From an optimization exercise on the open Yosys and OpenROAD flow, aimed at small area, a short achievable clock period and few clock cycles per item; shortcuts taken in it are not production practice.
In this exercise RTL edits were held to simulation tests only and were not proved equivalent to the original.
Power and IR drop assume default switching activity.

==> inputs of willow <==
## scalar_kalman_filter
module scalar_kalman_filter (
  input  logic                          clk_i,
  input  logic                          rst_ni,
  input  logic                          sample_valid_i,
  output logic                          sample_ready_o,
  input  logic [skf_pkg::SampleW-1:0]   sample_i,
  output logic                          estimate_valid_o,
  input  logic                          estimate_ready_i,
  output logic [skf_pkg::EstW-1:0]      estimate_o,
  input  logic                          cfg_valid_i,
  output logic                          cfg_ready_o,
  input  logic [skf_pkg::CfgIdxW-1:0]   cfg_index_i,
  input  logic [skf_pkg::CfgDataW-1:0]  cfg_data_i
);
  logic [31:0] q_q, r_q, p_q;
  logic [31:0] x_q;
  logic        out_valid_q;
  logic        bvalid_q;
  logic [15:0] b_q;
  localparam int S_IDLE = 0, S_DEN = 1, S_DIV = 2, S_ACC = 3, S_FIN = 4;
  logic [4:0]  pst_q;
  logic [3:0]  pcnt_q;
  logic [31:0] pp_q, den_q, rem_q;
  logic [24:0] qr_q;
  logic [34:0] a_q;        
  logic [20:0] us_q, uc_q;  
  logic        zero_q;
  logic        qvalid_q;    
  logic        conv_q;      
  logic        chk_q;       
  localparam logic [1:0] X_IDLE = 2'd0, X_MUL = 2'd1, X_FIN = 2'd2;
  logic [1:0]  xst_q;
  logic        xstep_q;     
  logic [32:0] d_q;
  logic [20:0] bsel_q;      
  logic        xfin_q;      
  logic [37:0] as_q, ac_q;  
  logic [11:0] ls_q, lc_q;  
  logic        cy_q;        
  logic [33:0] alu_a, alu_b, alu_s;
  logic [31:0] alu_sat;
  logic        alu_ci;
  logic [33:0] f_a, f_b, f_c, f_s, f_c2;
  assign f_a  = {2'b00, pp_q};
  assign f_b  = ~{2'b00, us_q, a_q[34:24]};
  assign f_c  = ~{2'b00, uc_q, 11'd0};
  assign f_s  = f_a ^ f_b ^ f_c;
  assign f_c2 = {((f_a[32:0] & f_b[32:0]) | (f_a[32:0] & f_c[32:0]) | (f_b[32:0] & f_c[32:0])), 1'b1};
  assign alu_a  = ({34{pst_q[S_IDLE]}} & {2'b00, p_q}) |
                  ({34{pst_q[S_DEN]}}  & {2'b00, pp_q}) |
                  ({34{pst_q[S_FIN]}}  & f_s);
  assign alu_b  = ({34{pst_q[S_IDLE]}} & {2'b00, q_q}) |
                  ({34{pst_q[S_DEN]}}  & {2'b00, r_q}) |
                  ({34{pst_q[S_FIN]}}  & f_c2);
  ...
==> flow/config.mk <==
export PLATFORM = sky130hd
export DESIGN_NAME = scalar_kalman_filter
export DESIGN_NICKNAME = scalar_kalman_filter
export VERILOG_FILES = /design/flow/design.v
export SDC_FILE = /design/flow/constraint.sdc
export NUM_CORES = 4
export LEC_CHECK = 0
export ABC_AREA = 1
export CAP_MARGIN = 20
export CORE_MARGIN = 2
export CORE_UTILIZATION = 40
export SETUP_SLACK_MARGIN = 0.7
export SLEW_MARGIN = 20
==> flow/constraint.sdc <==
create_clock -name core_clock -period 5.0 [get_ports {clk_i}]
set_input_delay 1.0000 -clock core_clock [delete_from_list [all_inputs] [get_ports {clk_i}]]
set_output_delay 1.0000 -clock core_clock [all_outputs]
set_load 0.01 [all_outputs]
run.sh (not shown) runs the stock make flow with config.mk's settings and CLKGATE_MAP_FILE= SYNTH_SCRIPT=/design/flow/synth_recipe.tcl, a recipe that flattens the netlist after the stock synthesis.
==> inputs of sierra, as changes to willow <==
--- a/flow/design.v
+++ b/flow/design.v
@@ -976,17 +976,17 @@
   localparam logic [1:0] X_IDLE = 2'd0, X_MUL = 2'd1, X_FIN = 2'd2;
   logic [1:0]  xst_q;
   logic        xstep_q;     
   logic [32:0] d_q;
   logic [20:0] bsel_q;      
   logic        xfin_q;      
   logic [37:0] as_q, ac_q;  
   logic [11:0] ls_q, lc_q;  
-  logic        cy_q;        
+  logic        cp_q;        
   logic [33:0] alu_a, alu_b, alu_s;
   logic [31:0] alu_sat;
   logic        alu_ci;
   logic [33:0] f_a, f_b, f_c, f_s, f_c2;
   assign f_a  = {2'b00, pp_q};
   assign f_b  = ~{2'b00, us_q, a_q[34:24]};
   assign f_c  = ~{2'b00, uc_q, 11'd0};
   assign f_s  = f_a ^ f_b ^ f_c;
@@ -998,67 +998,16 @@
                   ({34{pst_q[S_DEN]}}  & {2'b00, r_q}) |
                   ({34{pst_q[S_FIN]}}  & f_c2);
   assign alu_ci = pst_q[S_FIN] & (a_q[23:0] == 24'd0);
   skf_bk34 u_palu (.a(alu_a), .b(alu_b), .ci(alu_ci), .s(alu_s), .co());
   assign alu_sat = alu_s[32] ? 32'hFFFF_FFFF : alu_s[31:0];
   logic int_bit, zero_n;
   assign zero_n  = (pp_q == 32'd0) && (r_q == 32'd0);
   assign int_bit = ((r_q == 32'd0) || (pp_q == 32'hFFFF_FFFF)) && !zero_n;
-  function automatic logic [5:0] lzc32(input logic [31:0] x);
-    logic [15:0] v1, c1;
-    logic [7:0]  v2;
-    logic [15:0] c2;
-    logic [3:0]  v3;
-    logic [11:0] c3;
-    logic [1:0]  v4;
-    logic [7:0]  c4;
-    for (int g = 0; g < 16; g++) begin
-      v1[g] = x[2*g+1] | x[2*g];
-      c1[g] = !x[2*g+1];
-    end
-    for (int g = 0; g < 8; g++) begin
-      v2[g] = v1[2*g+1] | v1[2*g];
-      c2[2*g+:2] = v1[2*g+1] ? {1'b0, c1[2*g+1]} : {1'b1, c1[2*g]};
-    end
-    for (int g = 0; g < 4; g++) begin
-      v3[g] = v2[2*g+1] | v2[2*g];
-      c3[3*g+:3] = v2[2*g+1] ? {1'b0, c2[2*(2*g+1)+:2]} : {1'b1, c2[2*(2*g)+:2]};
-    end
-    for (int g = 0; g < 2; g++) begin
-      v4[g] = v3[2*g+1] | v3[2*g];
-      c4[4*g+:4] = v3[2*g+1] ? {1'b0, c3[3*(2*g+1)+:3]} : {1'b1, c3[3*(2*g)+:3]};
-    end
-    if (!(v4[1] | v4[0])) lzc32 = 6'd32;
-    else                  lzc32 = v4[1] ? {2'b00, c4[7:4]} : {2'b01, c4[3:0]};
-  endfunction
-  logic [5:0]  lz_pq, lzpp_q, lzr_q;
-  logic [6:0]  lz_t;
-  logic [3:0]  skip;
-  logic [31:0] pp_sh, pp_sh8;
-  assign lz_pq = lzc32(p_q | q_q);
-  assign lz_t  = {1'b0, lzpp_q} - {1'b0, lzr_q} - 7'd1;
-  always_comb begin
-    if (lz_t[6])             skip = 4'd0;
-    else if (lz_t[5:1] > 11) skip = 4'd11;
-    else                     skip = lz_t[4:1];
-  end
-  always_comb begin
-    unique case (skip[3:2])
-      2'd0:    pp_sh8 = pp_q;
-      2'd1:    pp_sh8 = {pp_q[23:0], 8'd0};
-      default: pp_sh8 = {pp_q[15:0], 16'd0};
-    endcase
-    unique case (skip[1:0])
-      2'd0: pp_sh = pp_sh8;
-      2'd1: pp_sh = {pp_sh8[29:0], 2'd0};
-      2'd2: pp_sh = {pp_sh8[27:0], 4'd0};
-      2'd3: pp_sh = {pp_sh8[25:0], 6'd0};
-    endcase
-  end
   logic peq, start;
   assign peq   = chk_q && (den_q == p_q);
   assign start = pst_q[S_IDLE] && bvalid_q && !qvalid_q && !conv_q && !peq;
   logic [33:0] rem4;
   logic [34:0] s1, s2, s3, t_x, t_y, t_z, t_s, t_c;
   logic [35:0] t_sum;
   logic [1:0]  qd;
   logic [31:0] rem_n;
@@ -1093,33 +1042,33 @@
   logic [32:0] dl_a, dl_b, dl_c, dl_d, dl_s1, dl_c1, dl_s2, dl_c2;
   logic [33:0] dl_sum;
   logic [31:0] xa_s, xa_c;
   logic [31:0] x_n;
   assign kready = qvalid_q || conv_q;
   assign fin_ok = !out_valid_q || estimate_ready_i;
   assign dload  = bvalid_q && kready &&
                   ((xst_q == X_IDLE) || (xfin_q && fin_ok));
-  logic [12:0] lowsum0;
-  assign lowsum0 = {1'b0, ls_q} + {1'b0, lc_q};
+  logic [12:0] lowsum;
+  assign lowsum = {1'b0, ls_q} + {1'b0, lc_q} + {12'd0, cp_q};
   assign r_s  = xfin_q ? as_q[32:0] : 33'd0;
   assign r_c  = xfin_q ? ac_q[32:0] : 33'd0;
-  assign r_cy = xfin_q & cy_q;
+  assign r_cy = xfin_q & lowsum[12];
   assign dl_a  = {b_q[15], b_q, 16'h0000};
   assign dl_b  = ~{x_q[31], x_q};
   assign dl_c  = ~r_s;
   assign dl_d  = ~r_c;
   assign dl_s1 = dl_a ^ dl_b ^ dl_c;
   assign dl_c1 = {((dl_a[31:0] & dl_b[31:0]) | (dl_a[31:0] & dl_c[31:0]) | (dl_b[31:0] & dl_c[31:0])), 1'b1};
   assign dl_s2 = dl_s1 ^ dl_c1 ^ dl_d;
   assign dl_c2 = {((dl_s1[31:0] & dl_c1[31:0]) | (dl_s1[31:0] & dl_d[31:0]) | (dl_c1[31:0] & dl_d[31:0])), 1'b1};
   skf_bk34 u_dadd (.a({1'b0, dl_s2}), .b({1'b0, dl_c2}), .ci(!r_cy), .s(dl_sum), .co());
   assign xa_s = x_q ^ as_q[31:0] ^ ac_q[31:0];
   assign xa_c = {((x_q[30:0] & as_q[30:0]) | (x_q[30:0] & ac_q[30:0]) | (as_q[30:0] & ac_q[30:0])), 1'b0};
-  skf_bk32 u_xadd (.a(xa_s), .b(xa_c), .ci(cy_q), .s(x_n), .co());
+  skf_bk32 u_xadd (.a(xa_s), .b(xa_c), .ci(lowsum[12]), .s(x_n), .co());
   function automatic logic [20:0] booth7(input logic [13:0] k, input logic km1);
     logic [14:0] kk;
     kk = {k, km1};
     for (int i = 0; i < 7; i++) begin
       booth7[3*i+2] = kk[2*i+2] && !(kk[2*i+1] && kk[2*i]);
       booth7[3*i+1] = (kk[2*i+2] && !kk[2*i+1] && !kk[2*i]) ||
                       (!kk[2*i+2] && kk[2*i+1] && kk[2*i]);
       booth7[3*i]   = kk[2*i+1] ^ kk[2*i];
@@ -1132,17 +1081,16 @@
     bsel_hi = booth7({1'b0, qr_q[24:12]}, qr_q[11]);
   end
   localparam int MW = 50;
   logic [MW-1:0] dw, pp [7];
   logic [6:0]    pneg;
   logic [MW-1:0] m_as, m_ac;
   logic [MW-1:0] l1as, l1ac, l1bs, l1bc, l1cs, l1cc, l2as, l2ac, l2bs, l2bc;
   logic [MW-1:0] l3s, l3c, vs, vc;
-  logic [12:0]   lowsum1;
   function automatic logic [MW-1:0] csa_s(input logic [MW-1:0] a, b, c);
     csa_s = a ^ b ^ c;
   endfunction
   function automatic logic [MW-1:0] csa_c(input logic [MW-1:0] a, b, c, input logic cin);
     csa_c = {((a[MW-2:0] & b[MW-2:0]) | (a[MW-2:0] & c[MW-2:0]) | (b[MW-2:0] & c[MW-2:0])), cin};
   endfunction
   always_comb begin
     dw = {{(MW-33){d_q[32]}}, d_q};
@@ -1157,17 +1105,16 @@
     m_ac = xstep_q ? {{(MW-38){ac_q[37]}}, ac_q} : '0;
     l1as = csa_s(m_as, m_ac, pp[0]);   l1ac = csa_c(m_as, m_ac, pp[0], pneg[0]);
     l1bs = csa_s(pp[1], pp[2], pp[3]); l1bc = csa_c(pp[1], pp[2], pp[3], pneg[1]);
     l1cs = csa_s(pp[4], pp[5], pp[6]); l1cc = csa_c(pp[4], pp[5], pp[6], pneg[2]);
     l2as = csa_s(l1as, l1ac, l1bs);    l2ac = csa_c(l1as, l1ac, l1bs, pneg[3]);
     l2bs = csa_s(l1bc, l1cs, l1cc);    l2bc = csa_c(l1bc, l1cs, l1cc, pneg[4]);
     l3s  = csa_s(l2as, l2ac, l2bs);    l3c  = csa_c(l2as, l2ac, l2bs, pneg[5]);
     vs   = csa_s(l3s, l3c, l2bc);      vc   = csa_c(l3s, l3c, l2bc, pneg[6]);
-    lowsum1 = {1'b0, vs[11:0]} + {1'b0, vc[11:0]} + {12'd0, xstep_q & lowsum0[12]};
   end
   always_ff @(posedge clk_i or negedge rst_ni) begin
     if (!rst_ni) begin
       q_q         <= skf_pkg::ProcessNoiseRst;
       r_q         <= skf_pkg::MeasurementNoiseRst;
       p_q         <= skf_pkg::InitialCovarianceRst;
       x_q         <= '0;
       out_valid_q <= 1'b0;
@@ -1183,17 +1130,17 @@
     end else begin
       if (sample_valid_i && !bvalid_q) bvalid_q <= 1'b1;
       else if (dload)                  bvalid_q <= 1'b0;
       chk_q <= pst_q[S_FIN];
       if (peq) conv_q <= 1'b1;
       if (start) pst_q <= 5'b00010;
       if (pst_q[S_DEN]) begin
         pst_q  <= 5'b00100;
-        pcnt_q <= skip;
+        pcnt_q <= '0;
       end
       if (pst_q[S_DIV]) begin
         pcnt_q <= pcnt_q + 4'd1;
         if (pcnt_q == 4'd11) begin
           pst_q    <= 5'b01000;
           qvalid_q <= 1'b1;
         end
       end
@@ -1232,29 +1179,25 @@
         if (cfg_index_i != 2'd3) begin
           conv_q   <= 1'b0;
           qvalid_q <= 1'b0;
         end
       end
     end
   end
   always_ff @(posedge clk_i) begin
-    if (pst_q[S_IDLE]) begin
-      lzpp_q <= (lz_pq == 6'd0) ? 6'd0 : lz_pq - 6'd1;
-      lzr_q  <= lzc32(r_q);
-    end
     if (sample_valid_i && !bvalid_q) b_q <= sample_i;
     if (pst_q[S_IDLE]) pp_q <= alu_sat;
     if (pst_q[S_DEN]) begin
       den_q  <= alu_sat;
       zero_q <= zero_n;
     end else if (pst_q[S_FIN]) begin
       den_q  <= p_q;
     end
-    rem_q <= pst_q[S_DEN] ? (int_bit ? 32'd0 : pp_sh) : rem_n;
+    rem_q <= pst_q[S_DEN] ? (int_bit ? 32'd0 : pp_q) : rem_n;
     if (pst_q[S_DEN])      qr_q <= {24'd0, int_bit};
     else if (pst_q[S_DIV]) qr_q <= {qr_q[22:0], qd};
     if (pst_q[S_DEN]) begin
       a_q  <= '0;
       us_q <= '0;
       uc_q <= '0;
     end else begin
       a_q  <= alo[34:0];
@@ -1267,16 +1210,16 @@
     end else begin
       bsel_q <= bsel_hi;
     end
     if (xst_q == X_MUL) begin
       as_q <= vs[49:12];
       ac_q <= vc[49:12];
       ls_q <= vs[11:0];
       lc_q <= vc[11:0];
-      cy_q <= lowsum1[12];
+      cp_q <= xstep_q & lowsum[12];
     end
   end
   assign sample_ready_o   = !bvalid_q;
   assign cfg_ready_o      = 1'b1;
   assign estimate_valid_o = out_valid_q;
   assign estimate_o       = x_q;
 endmodule
- CORE_UTILIZATION: 40 -> 50
- SETUP_SLACK_MARGIN: 0.7 -> 1.1
==> inputs of maple, as changes to willow <==
--- a/flow/design.v
+++ b/flow/design.v
@@ -975,17 +975,16 @@
   logic        chk_q;       
   localparam logic [1:0] X_IDLE = 2'd0, X_MUL = 2'd1, X_FIN = 2'd2;
   logic [1:0]  xst_q;
   logic        xstep_q;     
   logic [32:0] d_q;
   logic [20:0] bsel_q;      
   logic        xfin_q;      
   logic [37:0] as_q, ac_q;  
-  logic [11:0] ls_q, lc_q;  
   logic        cy_q;        
   logic [33:0] alu_a, alu_b, alu_s;
   logic [31:0] alu_sat;
   logic        alu_ci;
   logic [33:0] f_a, f_b, f_c, f_s, f_c2;
   assign f_a  = {2'b00, pp_q};
   assign f_b  = ~{2'b00, us_q, a_q[34:24]};
   assign f_c  = ~{2'b00, uc_q, 11'd0};
@@ -993,72 +992,21 @@
   assign f_c2 = {((f_a[32:0] & f_b[32:0]) | (f_a[32:0] & f_c[32:0]) | (f_b[32:0] & f_c[32:0])), 1'b1};
   assign alu_a  = ({34{pst_q[S_IDLE]}} & {2'b00, p_q}) |
                   ({34{pst_q[S_DEN]}}  & {2'b00, pp_q}) |
                   ({34{pst_q[S_FIN]}}  & f_s);
   assign alu_b  = ({34{pst_q[S_IDLE]}} & {2'b00, q_q}) |
                   ({34{pst_q[S_DEN]}}  & {2'b00, r_q}) |
                   ({34{pst_q[S_FIN]}}  & f_c2);
   assign alu_ci = pst_q[S_FIN] & (a_q[23:0] == 24'd0);
-  skf_bk34 u_palu (.a(alu_a), .b(alu_b), .ci(alu_ci), .s(alu_s), .co());
+  assign alu_s  = alu_a + alu_b + {33'd0, alu_ci};
   assign alu_sat = alu_s[32] ? 32'hFFFF_FFFF : alu_s[31:0];
   logic int_bit, zero_n;
   assign zero_n  = (pp_q == 32'd0) && (r_q == 32'd0);
   assign int_bit = ((r_q == 32'd0) || (pp_q == 32'hFFFF_FFFF)) && !zero_n;
-  function automatic logic [5:0] lzc32(input logic [31:0] x);
-    logic [15:0] v1, c1;
-    logic [7:0]  v2;
-    logic [15:0] c2;
-    logic [3:0]  v3;
-    logic [11:0] c3;
-    logic [1:0]  v4;
-    logic [7:0]  c4;
-    for (int g = 0; g < 16; g++) begin
-      v1[g] = x[2*g+1] | x[2*g];
-      c1[g] = !x[2*g+1];
-    end
-    for (int g = 0; g < 8; g++) begin
-      v2[g] = v1[2*g+1] | v1[2*g];
-      c2[2*g+:2] = v1[2*g+1] ? {1'b0, c1[2*g+1]} : {1'b1, c1[2*g]};
-    end
-    for (int g = 0; g < 4; g++) begin
-      v3[g] = v2[2*g+1] | v2[2*g];
-      c3[3*g+:3] = v2[2*g+1] ? {1'b0, c2[2*(2*g+1)+:2]} : {1'b1, c2[2*(2*g)+:2]};
-    end
-    for (int g = 0; g < 2; g++) begin
-      v4[g] = v3[2*g+1] | v3[2*g];
-      c4[4*g+:4] = v3[2*g+1] ? {1'b0, c3[3*(2*g+1)+:3]} : {1'b1, c3[3*(2*g)+:3]};
-    end
-    if (!(v4[1] | v4[0])) lzc32 = 6'd32;
-    else                  lzc32 = v4[1] ? {2'b00, c4[7:4]} : {2'b01, c4[3:0]};
-  endfunction
-  logic [5:0]  lz_pq, lzpp_q, lzr_q;
-  logic [6:0]  lz_t;
-  logic [3:0]  skip;
-  logic [31:0] pp_sh, pp_sh8;
-  assign lz_pq = lzc32(p_q | q_q);
-  assign lz_t  = {1'b0, lzpp_q} - {1'b0, lzr_q} - 7'd1;
-  always_comb begin
-    if (lz_t[6])             skip = 4'd0;
-    else if (lz_t[5:1] > 11) skip = 4'd11;
-    else                     skip = lz_t[4:1];
-  end
-  always_comb begin
-    unique case (skip[3:2])
-      2'd0:    pp_sh8 = pp_q;
-      2'd1:    pp_sh8 = {pp_q[23:0], 8'd0};
-      default: pp_sh8 = {pp_q[15:0], 16'd0};
-    endcase
-    unique case (skip[1:0])
-      2'd0: pp_sh = pp_sh8;
-      2'd1: pp_sh = {pp_sh8[29:0], 2'd0};
-      2'd2: pp_sh = {pp_sh8[27:0], 4'd0};
-      2'd3: pp_sh = {pp_sh8[25:0], 6'd0};
-    endcase
-  end
   logic peq, start;
   assign peq   = chk_q && (den_q == p_q);
   assign start = pst_q[S_IDLE] && bvalid_q && !qvalid_q && !conv_q && !peq;
   logic [33:0] rem4;
   logic [34:0] s1, s2, s3, t_x, t_y, t_z, t_s, t_c;
   logic [35:0] t_sum;
   logic [1:0]  qd;
   logic [31:0] rem_n;
@@ -1093,18 +1041,16 @@
   logic [32:0] dl_a, dl_b, dl_c, dl_d, dl_s1, dl_c1, dl_s2, dl_c2;
   logic [33:0] dl_sum;
   logic [31:0] xa_s, xa_c;
   logic [31:0] x_n;
   assign kready = qvalid_q || conv_q;
   assign fin_ok = !out_valid_q || estimate_ready_i;
   assign dload  = bvalid_q && kready &&
                   ((xst_q == X_IDLE) || (xfin_q && fin_ok));
-  logic [12:0] lowsum0;
-  assign lowsum0 = {1'b0, ls_q} + {1'b0, lc_q};
   assign r_s  = xfin_q ? as_q[32:0] : 33'd0;
   assign r_c  = xfin_q ? ac_q[32:0] : 33'd0;
   assign r_cy = xfin_q & cy_q;
   assign dl_a  = {b_q[15], b_q, 16'h0000};
   assign dl_b  = ~{x_q[31], x_q};
   assign dl_c  = ~r_s;
   assign dl_d  = ~r_c;
   assign dl_s1 = dl_a ^ dl_b ^ dl_c;
@@ -1132,17 +1078,17 @@
     bsel_hi = booth7({1'b0, qr_q[24:12]}, qr_q[11]);
   end
   localparam int MW = 50;
   logic [MW-1:0] dw, pp [7];
   logic [6:0]    pneg;
   logic [MW-1:0] m_as, m_ac;
   logic [MW-1:0] l1as, l1ac, l1bs, l1bc, l1cs, l1cc, l2as, l2ac, l2bs, l2bc;
   logic [MW-1:0] l3s, l3c, vs, vc;
-  logic [12:0]   lowsum1;
+  logic [12:0]   lowsum;
   function automatic logic [MW-1:0] csa_s(input logic [MW-1:0] a, b, c);
     csa_s = a ^ b ^ c;
   endfunction
   function automatic logic [MW-1:0] csa_c(input logic [MW-1:0] a, b, c, input logic cin);
     csa_c = {((a[MW-2:0] & b[MW-2:0]) | (a[MW-2:0] & c[MW-2:0]) | (b[MW-2:0] & c[MW-2:0])), cin};
   endfunction
   always_comb begin
     dw = {{(MW-33){d_q[32]}}, d_q};
@@ -1157,17 +1103,17 @@
     m_ac = xstep_q ? {{(MW-38){ac_q[37]}}, ac_q} : '0;
     l1as = csa_s(m_as, m_ac, pp[0]);   l1ac = csa_c(m_as, m_ac, pp[0], pneg[0]);
     l1bs = csa_s(pp[1], pp[2], pp[3]); l1bc = csa_c(pp[1], pp[2], pp[3], pneg[1]);
     l1cs = csa_s(pp[4], pp[5], pp[6]); l1cc = csa_c(pp[4], pp[5], pp[6], pneg[2]);
     l2as = csa_s(l1as, l1ac, l1bs);    l2ac = csa_c(l1as, l1ac, l1bs, pneg[3]);
     l2bs = csa_s(l1bc, l1cs, l1cc);    l2bc = csa_c(l1bc, l1cs, l1cc, pneg[4]);
     l3s  = csa_s(l2as, l2ac, l2bs);    l3c  = csa_c(l2as, l2ac, l2bs, pneg[5]);
     vs   = csa_s(l3s, l3c, l2bc);      vc   = csa_c(l3s, l3c, l2bc, pneg[6]);
-    lowsum1 = {1'b0, vs[11:0]} + {1'b0, vc[11:0]} + {12'd0, xstep_q & lowsum0[12]};
+    lowsum = {1'b0, vs[11:0]} + {1'b0, vc[11:0]} + {12'd0, xstep_q & cy_q};
   end
   always_ff @(posedge clk_i or negedge rst_ni) begin
     if (!rst_ni) begin
       q_q         <= skf_pkg::ProcessNoiseRst;
       r_q         <= skf_pkg::MeasurementNoiseRst;
       p_q         <= skf_pkg::InitialCovarianceRst;
       x_q         <= '0;
       out_valid_q <= 1'b0;
@@ -1183,17 +1129,17 @@
     end else begin
       if (sample_valid_i && !bvalid_q) bvalid_q <= 1'b1;
       else if (dload)                  bvalid_q <= 1'b0;
       chk_q <= pst_q[S_FIN];
       if (peq) conv_q <= 1'b1;
       if (start) pst_q <= 5'b00010;
       if (pst_q[S_DEN]) begin
         pst_q  <= 5'b00100;
-        pcnt_q <= skip;
+        pcnt_q <= '0;
       end
       if (pst_q[S_DIV]) begin
         pcnt_q <= pcnt_q + 4'd1;
         if (pcnt_q == 4'd11) begin
           pst_q    <= 5'b01000;
           qvalid_q <= 1'b1;
         end
       end
@@ -1232,29 +1178,25 @@
         if (cfg_index_i != 2'd3) begin
           conv_q   <= 1'b0;
           qvalid_q <= 1'b0;
         end
       end
     end
   end
   always_ff @(posedge clk_i) begin
-    if (pst_q[S_IDLE]) begin
-      lzpp_q <= (lz_pq == 6'd0) ? 6'd0 : lz_pq - 6'd1;
-      lzr_q  <= lzc32(r_q);
-    end
     if (sample_valid_i && !bvalid_q) b_q <= sample_i;
     if (pst_q[S_IDLE]) pp_q <= alu_sat;
     if (pst_q[S_DEN]) begin
       den_q  <= alu_sat;
       zero_q <= zero_n;
     end else if (pst_q[S_FIN]) begin
       den_q  <= p_q;
     end
-    rem_q <= pst_q[S_DEN] ? (int_bit ? 32'd0 : pp_sh) : rem_n;
+    rem_q <= pst_q[S_DEN] ? (int_bit ? 32'd0 : pp_q) : rem_n;
     if (pst_q[S_DEN])      qr_q <= {24'd0, int_bit};
     else if (pst_q[S_DIV]) qr_q <= {qr_q[22:0], qd};
     if (pst_q[S_DEN]) begin
       a_q  <= '0;
       us_q <= '0;
       uc_q <= '0;
     end else begin
       a_q  <= alo[34:0];
@@ -1265,18 +1207,16 @@
       d_q    <= dl_sum[32:0];
       bsel_q <= bsel_lo;
     end else begin
       bsel_q <= bsel_hi;
     end
     if (xst_q == X_MUL) begin
       as_q <= vs[49:12];
       ac_q <= vc[49:12];
-      ls_q <= vs[11:0];
-      lc_q <= vc[11:0];
-      cy_q <= lowsum1[12];
+      cy_q <= lowsum[12];
     end
   end
   assign sample_ready_o   = !bvalid_q;
   assign cfg_ready_o      = 1'b1;
   assign estimate_valid_o = out_valid_q;
   assign estimate_o       = x_q;
 endmodule
- CORE_UTILIZATION: 40 -> 55
- SETUP_SLACK_MARGIN: 0.7 -> 0.4
==> qor summary <==
quantity	maple	willow	sierra
Outcome	complete, no violations	complete, no violations	complete, no violations
Average cell area after synthesis	8.53 sq um	8.53 sq um	8.90 sq um
Worst voltage drop across the vdd grid	0.482 mV	0.710 mV	0.425 mV
Critical Path Slowest Stage Cell	sky130_fd_sc_hd__fa_1	sky130_fd_sc_hd__fa_1	sky130_fd_sc_hd__edfxtp_1
Worst Setup SP	d_q[0]	d_q[1]	lc_q[7]
Number of synthesized register bits	478	512	501
Total power per unit cell area	566 mW/mm^2	569 mW/mm^2	586 mW/mm^2
Xor-xnor portion of the synthesized cell area	6.48%	5.92%	6.33%
Placed standard-cell area	0.0481 sq mm	0.0515 sq mm	0.0479 sq mm
Placed Cells incl. Taps	6424	7283	6258
Switching fraction of total power	44.2%	44.5%	43.0%
Metal-1 WL	53200 microns	60500 microns	51800 microns
Fillers	7628	11900	8270
Share of the clock period used by the worst path after layout	87.8%	86.0%	77.8%
Total vias in the final route	36000	39400	35200
Final cell count without fillers	6538	7467	6450
Number of DRC violations after detailed-routing iteration 0	2358	3221	2252
Logic pwr share	60.1%	60.1%	59.7%
CP dominant cell by count	sky130_fd_sc_hd__fa_1	sky130_fd_sc_hd__fa_1	sky130_fd_sc_hd__nand2_2
Routed wire length	137000 microns	144000 microns	132000 microns
Compound-gate portion of the synthesized area	10.6%	10.6%	9.89%
Non-clock buffers	172	219	236
H-Tree Level Count	2	3	2
Non-Filler Cell Area, Final	0.0503 sq mm	0.0548 sq mm	0.0516 sq mm
Tapcells	1080	1625	1186
Capture point of the critical path	cy_q	cy_q	x_q[31]
Testbench counts of willow, summed over its fixed seeds: cycles 35,294, items 4,800.
Testbench counts of sierra, summed over its fixed seeds: cycles 38,079, items 4,800.
Testbench counts of maple, summed over its fixed seeds: cycles 38,079, items 4,800.

-- separate check: timing with driven ports --
The flow's constraints put no driver on any port. The routed layouts listed below were extracted and timed again, unchanged, in two steps.
Step 1, drivers: a clkbuf_16 drives clk_i and a buf_2 each remaining input, both assumed.
Step 2 moves the port delays by t, midway between the first and last clock arrival at a register: inputs arrive t later, outputs are due t later. That takes back most of the time a late clock gives input paths.
a / b / c = ideal / step 1 / step 2; a / b = the first two.
run	t, ns	setup slack, ns	worst hold slack (ns)
willow	0.728	0.698 / 0.698 / 0.698	0.327 / 0.296 / 0.431
sierra	0.746	1.110 / 1.110 / 1.110	0.346 / 0.318 / 0.433
maple	0.720	0.609 / 0.609 / 0.609	0.385 / 0.356 / 0.427
After both steps setup and hold are still met in every run listed.
